From an optimization exercise on the open Yosys and OpenROAD flow, aimed at small area, a short achievable clock period and few clock cycles per item; shortcuts taken in it are not production practice.
Only simulation tests tie the RTL to the original design; equivalence was not proved.
No activity file was given, so power comes from the tool's default toggle rates.

==> flow/design.v, too long to show whole: its modules and the start of the top module <==
// module msp_front: 14 lines
// module msp_fa: 10 lines
// module msp_ha: 9 lines
// module msp_mul_t: 1464 lines
// module msp_mul_i: 553 lines
// module motor_speed_pid: 173 lines
module motor_speed_pid (
  input  logic                                  clk,
  input  logic                                  rst_n,
  input  logic                                  in_valid,
  output logic                                  in_stall,
  input  logic signed [msp_pkg::SPEED_BITS-1:0] in_speed_command,
  input  logic [msp_pkg::SPEED_BITS-1:0]        in_measured_speed,
  input  logic                                  in_restart,
  output logic                                  out_valid,
  input  logic                                  out_stall,
  output logic                                  out_direction,
  output logic [msp_pkg::DUTY_W-1:0]            out_duty,
  input  logic                                  psel,
  input  logic                                  penable,
  input  logic                                  pwrite,
  input  logic [3:0]                            paddr,
  input  logic [31:0]                           pwdata,
  output logic [31:0]                           prdata,
  output logic                                  pready
);
  // ...
==> flow/run.sh <==
#!/bin/bash
# synth_recipe.tcl (not shown) runs the flow's synth.tcl, then flattens the netlist and writes it again
# the make line also repeats each setting of config.mk as NAME=value (left out here)
make -C /OpenROAD-flow-scripts/flow DESIGN_CONFIG=/design/flow/config.mk WORK_HOME=/design/flow/orfs CLKGATE_MAP_FILE= SYNTH_SCRIPT=/design/flow/synth_recipe.tcl finish
==> flow/config.mk <==
export PLATFORM = sky130hd
export DESIGN_NAME = motor_speed_pid
export DESIGN_NICKNAME = motor_speed_pid
export VERILOG_FILES = /design/flow/design.v
export SDC_FILE = /design/flow/constraint.sdc
export NUM_CORES = 4
export LEC_CHECK = 0
export ABC_AREA = 1
export ABC_CLOCK_PERIOD_IN_PS = 4500
export CAP_MARGIN = 20
export CORE_MARGIN = 2
export CORE_UTILIZATION = 40
export SETUP_SLACK_MARGIN = 4.5
export SLEW_MARGIN = 20
==> flow/constraint.sdc <==
create_clock -name core_clock -period 9.0 [get_ports {clk}]
set_input_delay 1.8000 -clock core_clock [delete_from_list [all_inputs] [get_ports {clk}]]
set_output_delay 1.8000 -clock core_clock [all_outputs]
set_load 0.01 [all_outputs]
==> metrics.md, run 1 <==
| Metric | Value |
|---|---|
| Status | `finished clean` |
| Switch share | `0.483` |
| Well Taps | `931` |
| Cells after Synth | `3412` |
| Wire per inst | `20.4 um` |
| Total core area | `0.0689 sq mm` |
| Multi-input gate share of total cell area | `0.618` |
| Largest family of logic cells by synthesized area | `adder cells` |
| Clkbuf count | `34` |
| Crit path from | `err1_r[11]` |
| Average size of a mapped cell | `8.20 sq um` |
| Biggest area consumer among synthesized cells | `fa_1` |
| Global Route met1 Usage | `0.333` |
| VDD IR max | `0.181 mV` |
| Clk Latency, worst-skew pair | `0.58 ns` |
| Critical path's largest stage delay | `0.50 ns` |
| Most common cell after layout, fill and taps aside | `inv_1` |
| Cell variety after synth | `55` |
| WHS Endpoint | `rs2_r` |
| Compound-Gate Fraction of Synth Area | `0.167` |
| RSZ-0062 raised after global routing | `true` |
| Top delay family on crit path | `adder cells` |
| Most used routing layer | `met2` |
| Top post-synthesis cells by area | `fa_1 (20%), edfxtp_1 (14%), xor2_1 (13%)` |
| # Post-CTS Setup Buffers | `133` |
| Post-synth EDFFs | `130` |
| Final net count | `4095` |
| Final ANT Viol Nets | `0` |
| Io pins | `120` |
| Cell Count, Final, Fillers Out | `4516` |
| Final period util | `0.558` |
| Synth cell count leaders | `inv_1 (495), nand2_1 (451), xor2_1 (412)` |
| Inverters | `526` |
| Utilization after layout | `0.493` |
| Slew Limit Fails | `0` |
Testbench counts, summed over its fixed seeds: cycles 16,024, items 16,000.
==> inputs of run 2 (changes only) <==
--- a/flow/config.mk
+++ b/flow/config.mk
@@ -14 +14,2 @@
 export SLEW_MARGIN = 20
+export TNS_END_PERCENT = 0
==> run 2 against run 1 <==
Still clean. Global-route usage shrank 1.1 points. Utilization is 2.7 points lower. Final cell count fell by 2.3%. Sequential power is essentially flat. Routed wire length fell by 3.5%. Critical path depth decreased by 16. Worst hold slack worse by 0.00097 ns. Register-to-register slack gained 0.02 ns. First-iteration DRC count down 3.1%. Setup slack lost 0.012 ns. Maximum frequency down 0.23%. Critical path type is now input pin to output pin. Largest cell class unchanged.
==> metrics.md, run 2 <==
| Metric | Value |
|---|---|
| Worst reg2reg setup slack | `4.00 ns` |
| Register area share after synthesis | `0.199` |
| R2r worst-path depth | `25` |
| Syn nets | `3943` |
| Synth warn | `2` |
| Initial Util | `0.406` |
| Endpoints failing setup | `0` |
| Final total power | `7.24 mW` |
| Critical path's largest stage delay | `0.39 ns (-0.11 ns)` |
| Final Critical Period | `5.03 ns` |
| Row count | `96` |
| Power Dens Cells | `225 mW/mm^2` |
| Worst-Margin Slew | `0.974 ns` |
| Number of DRC markers in iteration 0 | `2279` |
| Worst-path cell chain | `clkdlybuf4s15_2 -> inv_1 -> nor2_4 -> inv_1 -> o211ai_1 -> dlygate4sd2_1` |
| Initial antenna violation count | `0` |
| Top post-synthesis cells by area | `fa_1 (20%), edfxtp_1 (14%), xor2_1 (13%)` |
| Post-DP Area | `0.0297 sq mm` |
| Clock-pin slew on the worst setup and hold paths | `0.06 ns` |
| Critical path arrival | `3.23 ns` |
| Share of cells above drive strength 1 | `0.104` |
| Total CTS buffers | `26` |
| Crit path from | `paddr[2]` |
| R2R Path Start | `ki_r[1]` |
| Final Hold Vio Count | `0` |
| Vias | `24329` |
| Wire per inst | `20.2 um (-1.2%)` |
| CP Data Required Time | `7.20 ns` |
| Utilization after layout | `0.466 (-0.0267)` |
| GR Overflow Total | `0` |
| Share of synthesized flip-flops with an asynchronous set or reset | `0` |
| Top flop regs | `ta2_r x33, tb2_r x33` |
| Clock Sinks | `213` |
| Synth cell count leaders | `inv_1 (495), nand2_1 (451), xor2_1 (412)` |
| Clock buffer depth | `3` |
| Slew Limit Fails | `0 (unchanged)` |
| Post-CTS Hold Buffers | `0` |
| Critical Path End | `prdata[2]` |
| Worst Setup Start Kind | `input pin` |
| Total core area | `0.0689 sq mm (unchanged)` |
| Clk Latency, worst-skew pair | `0.62 ns (+0.04 ns)` |
| Crit path max fanout | `7` |
| Status | `finished clean` |
| Drt drc | `0` |
| Yosys top cell area share | `0.201` |
| Fmax | `0.199 GHz` |
| Total wire length | `88.9 mm` |
| Count of input and output buffers | `100` |
| Synthesized area | `0.0280 sq mm` |
| Antenna cell count | `0` |
| Setup WS post-layout | `3.97 ns` |
| Rel. slew slack | `0.350` |
| Min-Delay Path Depth | `0` |
| Setup Crit Path Kind | `input pin to output pin` |
| Final instance area | `0.0321 sq mm` |
| Die X | `268 um` |
| Top delay family on crit path | `buffers and inverters` |
| Largest net degree at the start of global routing | `63` |
| R2R Path End | `is2_r[15]` |
| Most frequent cells in the layout | `inv_1 (471), nand2_1 (413), xor2_1 (406)` |
| Biggest area consumer among synthesized cells | `fa_1` |
| Vias in the first global route | `23925` |
| Leakage power | `14.2 nW` |
| Most frequent CP cell | `inv_1` |
| RSZ-0062 raised after global routing | `true` |
| Root buf cell | `clkbuf_16` |
| Final period util | `0.559 (+0.00131)` |
| Via density | `5.52` |
| Cell variety after synth | `55 (unchanged)` |
| H-Tree Depth | `1` |
| Final net count | `3990 (-2.6%)` |
| Dpl ws | `2.61 ns` |
| HP Class | `flop to flop` |
| Io pins | `120 (unchanged)` |
| Most common cell after layout, fill and taps aside | `inv_1` |
| Crit path buffers/inverters | `4` |
| Post-synth EDFFs | `130 (unchanged)` |
| Synthesized flop and latch total | `213` |
| Final ANT Viol Nets | `0 (unchanged)` |
| GP Congestion | `0.932` |
| Die ar. | `0.0720 sq mm` |
| Setup TNS | `0 ns` |
| Synthesis-to-finish area growth | `15.0%` |
| CTS tree | `done` |
| Die height | `268 um` |
| Critical Path End Type | `output pin` |
| Max cap viols | `0` |
| Top_reg_cell synth | `edfxtp_1` |
| Pre-antenna DRT Iters | `6` |
| VDD IR max | `0.193 mV (+6.3%)` |
| Top-count cell post-synth | `inv_1` |
| First-pass GRT wire length | `136 mm` |
| CP max stage cell | `o211ai_1` |
| Gr usage total | `0.243` |
| WP depth | `6` |
| Fin Clk Skew | `0.0605 ns` |
| Dpl hpwl | `65.6 mm` |
| Average size of a mapped cell | `8.20 sq um (unchanged)` |
| Cells after Synth | `3412 (unchanged)` |
## run 2: worst min-delay path by stage
stage,startpoint,endpoint
4_1_cts,rs1_r,rs2_r
3_5_place_dp,rs1_r,rs2_r
5_1_grt,dir1_r,dir2_r
6_report,rs1_r,rs2_r
3_3_place_gp,rs1_r,rs2_r
2_1_floorplan,dir1_r,dir2_r
## run 2: final cells by class
type                            count  area (sq um)
Clock buffer                       34           681
Clock inverter                     14           153
Fill cell                        6807         36800
Inverter                          520          2070
Multi-Input combinational cell   2486         20400
Sequential cell                   213          5620
Tap cell                          931          1160
Timing Repair Buffer              211          2090
Timing Repair inverter              1          5.00
## run 2: kinds of logic after synthesis
logic type,count (synthesis),share of synthesized area
fa+ha+maj,455,0.279
other cells,1,0.000134
xor+xnor,452,0.142
mux,4,0.00143
compound gates,798,0.167
simple gates,775,0.112
flops,213,0.199
buf+inv,714,0.0991
## run 2: stage by stage
| stage | hold slack, ns | instances |
|---|---|---|
| 6_report | 0.420 | 4410 |
| 5_1_grt | 0.424 | 4410 |
| 4_1_cts | 0.420 | 4381 |
| 3_5_place_dp | 0.405 | 4289 |
| 3_3_place_gp | 0.401 | 4289 |
| 2_1_floorplan | 0.400 | 3412 |
## run 2: layer usage
| metal | vias up | routed length [um] | global-route usage |
|---|---|---|---|
| met5 | - | 0 | 0 |
| met4 | 0 | 4530 | 0.103 |
| met1 | 11561 | 37000 | 0.322 |
| met3 | 252 | 7500 | 0.0430 |
| li1 | 11362 | - | - |
| met2 | 1154 | 39900 | 0.392 |
## run 2: repair_timing
action | 4_1_cts | 5_1_grt
resized for setup | 220 | 121
pin swaps | 43 | 51
setup buffers | 41 | 26
endpoints found under the setup margin | 103 | 99
cloned | 3 | 3
## run 2: power breakdown
group | internal (mW) | switching [mW] | total, mW | leakage [nW]
clock network | 0.594 | 0.454 | 1.05 | 0.399
registers | 1.39 | 0.115 | 1.50 | 2.09
logic | 1.70 | 2.99 | 4.69 | 11.7
total | 3.68 | 3.56 | 7.24 | 14.2
==> inputs of run 3 (changes only) <==
==> flow/flow/run.sh (new file) <==
#!/bin/bash
# Layout: the standard flow (standard.sh, unchanged synthesis and steps), with plain
# sky130_fd_sc_hd__buf_2 cells as the input and output port buffers in place of the cell
# buffer_ports picks by default. Every port still gets its own buffer.
set -euo pipefail
export BUFFER_PORTS_ARGS="-buffer_cell sky130_fd_sc_hd__buf_2"
bash standard.sh > standard_flow.log 2>&1
==> flow/standard.sh (new file) <==
#!/bin/bash
# synth_recipe.tcl (not shown) runs the flow's synth.tcl, then flattens the netlist and writes it again
# the make line also repeats each setting of config.mk as NAME=value (left out here)
make -C /OpenROAD-flow-scripts/flow DESIGN_CONFIG=/design/flow/config.mk WORK_HOME=/design/flow/orfs CLKGATE_MAP_FILE= SYNTH_SCRIPT=/design/flow/synth_recipe.tcl "${@:-finish}"
--- a/flow/config.mk
+++ b/flow/config.mk
@@ -8,6 +8,6 @@
 export ABC_AREA = 1
-export ABC_CLOCK_PERIOD_IN_PS = 4500
 export CAP_MARGIN = 20
 export CORE_MARGIN = 2
-export CORE_UTILIZATION = 40
+export CORE_UTILIZATION = 60
+export CTS_BUF_LIST = sky130_fd_sc_hd__clkbuf_8
 export SETUP_SLACK_MARGIN = 4.5
removed: flow/run.sh
==> run 3 against run 2 <==
Clock power shrank 13%. Utilization is 20 points higher. Non-clock buffer count fell by 14. Critical path depth shrank 1. Sequential power hardly changed. Final cell count down 7.1%. Synthesized area is the same. Combinational power is 1% higher. Critical endpoint is now prdata[5]. Largest power group unchanged.
==> metrics.md, run 3 <==
| Metric | Value |
|---|---|
| Synth Area in Adders | `0.279 (unchanged)` |
| Status | `finished clean` |
| Worst Setup Start Kind | `input pin` |
| Pre-antenna DRT Iters | `6 (unchanged)` |
| Most common cell after layout, fill and taps aside | `inv_1` |
| Largest family of logic cells by synthesized area | `adder cells` |
| Critical path arrival | `3.26 ns (+0.03 ns)` |
| Critical Path End Type | `output pin` |
| Leakage power | `14.1 nW (-1.3%)` |
| Number of DRC markers in iteration 0 | `2661 (+17%)` |
| Compound-Gate Fraction of Synth Area | `0.167 (unchanged)` |
| Vias | `25252 (+3.8%)` |
| Drt drc | `0 (unchanged)` |
| P_int | `3.51 mW (-4.6%)` |
| Register area share after synthesis | `0.199 (unchanged)` |
| Final period util | `0.562 (+0.00343)` |
| Final Critical Period | `5.06 ns (+0.0309 ns)` |
| Die height | `220 um (-18%)` |
| Syn nets | `3943 (unchanged)` |
| Synthesized flop and latch total | `213 (unchanged)` |
| Top-count cell post-synth | `inv_1` |
| Post-synth EDFFs | `130 (unchanged)` |
| Final net count | `3993 (+0.075%)` |
| Total CTS buffers | `37 (+42%)` |
| Max cap viols | `0 (unchanged)` |
| VDD IR max | `0.297 mV (+54%)` |
| Worst-Margin Slew | `0.975 ns (+0.00127 ns)` |
| Dpl hpwl | `65.3 mm (-0.43%)` |
| Synthesis-to-finish area growth | `10.5%` |
| H-Tree Depth | `2 (+1)` |
| Clock power frac | `0.128 (-0.017)` |
| Top_reg_cell synth | `edfxtp_1` |
| First-pass GRT wire length | `135 mm (-0.25%)` |
| Cell variety after synth | `55 (unchanged)` |
| Power Dens Cells | `232 mW/mm^2 (+3.0%)` |
| RSZ-0062 raised after global routing | `true` |
| Initial antenna violation count | `3 (+3)` |
| Rel. slew slack | `0.348 (-0.00253)` |
| Synth cell count leaders | `inv_1 (495), nand2_1 (451), xor2_1 (412)` |
| Vias in the first global route | `24520 (+2.5%)` |
| Worst reg2reg setup slack | `3.96 ns (-0.04 ns)` |
| Setup Crit Path Kind | `input pin to output pin` |
| Final total power | `7.17 mW (-0.99%)` |
| Setup TNS | `0 ns (unchanged)` |
| Biggest area consumer among synthesized cells | `fa_1` |
| CP Data Required Time | `7.20 ns (about the same)` |
| Seq pwr share | `0.209 (about the same)` |
| Yosys top cell area share | `0.201 (unchanged)` |
| Crit path max fanout | `11 (+4)` |
| Total core area | `0.0463 sq mm (-33%)` |
| Row count | `79 (-18%)` |
| Wire per inst | `21.8 um (+8.0%)` |
| Endpoints failing setup | `0 (unchanged)` |
| Slew Limit Fails | `0 (unchanged)` |
| Via density | `6.16 (+12%)` |
| Die ar. | `0.0484 sq mm (-33%)` |
| Comb pwr share | `0.663 (+0.015)` |
| Final ANT Viol Nets | `0 (unchanged)` |
| Total wire length | `89.3 mm (+0.41%)` |
| Io pins | `120 (unchanged)` |
| Clock-pin slew on the worst setup and hold paths | `0.06 ns (about the same)` |
| Initial Util | `0.605 (+0.199)` |
| Post-synthesis mux area share | `0.00143 (unchanged)` |
| Fmax | `0.198 GHz (-0.61%)` |
| Most frequent cells in the layout | `inv_1 (488), nand2_1 (415), xor2_1 (407)` |
| Switch share | `0.510 (+0.0186)` |
| GR Overflow Total | `0 (unchanged)` |
| Fin Clk Skew | `0.0765 ns (+0.0160 ns)` |
| Cells after Synth | `3412 (unchanged)` |
| Top flop regs | `ta2_r x33, tb2_r x33` |
| Top post-synthesis cells by area | `fa_1 (20%), edfxtp_1 (14%), xor2_1 (13%)` |
| Synth Area in XOR/XNOR | `0.142 (unchanged)` |
| Count of input and output buffers | `100 (unchanged)` |
| GP Congestion | `0.939 (+0.84%)` |
| Clk Latency, worst-skew pair | `0.67 ns (+0.05 ns)` |
| Largest net degree at the start of global routing | `70 (+11%)` |
| Average size of a mapped cell | `8.20 sq um (unchanged)` |
| Root buf cell | `clkbuf_8` |
| Synthesized area | `0.0280 sq mm (unchanged)` |
| Die X | `220 um (-18%)` |
| Clock buffer depth | `3 (unchanged)` |
| Synth warn | `2 (unchanged)` |
| Share of cells above drive strength 1 | `0.129 (+0.0246)` |
| Gr usage total | `0.367 (+0.124)` |
| Clock Sinks | `213 (unchanged)` |
| Final Hold Vio Count | `0 (unchanged)` |
| HP Class | `flop to flop` |
| Post-Synth Simple-Gate Area | `0.112 (unchanged)` |
| CTS tree | `done` |
| Switch Pwr | `3.66 mW (+2.8%)` |
| Share of synthesized flip-flops with an asynchronous set or reset | `0 (unchanged)` |
==> run 3: changes by cell type in the layout (fill, tap and decap cells not counted), sizes merged, moves of 3 or more <==
| cell | change |
|---|---|
| dlymetal6s2s | -7 |
| clkbuf | +6 |
| clkdlybuf4s15 | -3 |
| clkdlybuf4s50 | -53 |
| dlygate4sd2 | -32 |
| inv | +13 |
| buf | +84 |
| clkinvlp | +3 |
==> run 3: path summary, 6_finish.rpt <==
kind / from / cells after the start / to
max: paddr[3] / 5 / prdata[5]
min: rs1_r / 0 / rs2_r
max reg2reg: kd_r[3] / 14 / tb2_r[20]
min reg2reg: rs1_r / 0 / rs2_r
==> run 3: metrics by stage <==
step	hold slack (ns)	instance area (sq um)	cells	worst slack [ns]	utilization
finish	0.424	30900	4099	3.94	0.668
global route	0.441	30900	4098	3.76	0.668
CTS	0.428	30500	4077	4.04	0.658
detailed placement	0.415	28700	3953	2.18	0.619
global placement	0.405	28600	3953	2.33	0.619
floorplan	0.400	28000	3412	3.79	-
==> run 3: critical path, cell delays in order <==
cell and delay, ns:
buf_2 0.14, nor2_2 0.29, inv_1 0.31, o221ai_1 0.49, buf_2 0.23
==> run 3: area by class of cell <==
class / instances / area (sq um)
Tap cell: 607 / 759
Clock buffer: 42 / 578
Timing Repair inverter: 7 / 38.8
Timing Repair Buffer: 197 / 1410
Fill cell: 3854 / 15400
Antenna cell: 2 / 5.00
Clock inverter: 25 / 170
Sequential cell: 213 / 5630
Inverter: 520 / 2070
Multi-Input combinational cell: 2486 / 20200
==> run 3: cell families (layout without fill, tap and decap cells) <==
logic type,after synthesis,count (layout)
compound gates,798,798
fa+ha+maj,455,455
other cells,1,3
flops,213,213
buf+inv,714,791
xor+xnor,452,452
mux,4,4
simple gates,775,776
==> run 3: layer usage <==
metal,share of wire,global-route usage,vias to the layer above
li1,-,-,11401
met1,0.38,0.462,11949
met2,0.45,0.578,1523
met3,0.10,0.0703,379
met4,0.076,0.239,0
met5,0,0,-
==> run 3: power by group through the flow <==
stage	Combinational, mW	Clock [mW]	Sequential, mW
final	4.75	0.915	1.50
after global routing	5.23	0.967	1.52
after CTS	4.56	0.931	1.50
after detailed placement	4.32	0	1.52
after global placement	4.22	0	1.51
after floorplan	3.13	0	1.47
==> run 3: timing repair <==
item	4_1_cts	5_1_grt
hold buffers	0	0
cloned	9	1
pin swaps	32	43
buffers inserted	48	19
setup endpoints to repair	107	98
resized for setup	169	71

==> afterwards: timing with drivers on the ports <==
No port has a modelled driver above. Below, the same layouts with a new extraction and two added sets of constraints.
Step 1, drivers: a clkbuf_16 drives clk and a buf_2 each remaining input, both assumed.
Step 2 moves the port delays by t, midway between the first and last clock arrival at a register: inputs arrive t later, outputs are due t later. That takes back most of the time a late clock gives input paths.
Slacks: ideal / step 1 / step 2; pairs: ideal / step 1.
| run | t, ns | slack for setup (ns) | worst data-port slew with drivers (ns) | cell pins on the clock port's net |
|---|---|---|---|---|
| run 1 | 0.625 | 3.981 / 3.981 / 3.494 | 0.08 | 1 |
| run 2 | 0.645 | 3.969 / 3.939 / 3.491 | 0.08 | 1 |
| run 3 | 0.684 | 3.939 / 3.918 / 3.330 | 0.07 | 1 |
After both steps setup and hold are still met in every run listed. The setup slack of run 3, which loses most, moves by -0.021 ns with the drivers and by -0.609 ns with both steps.
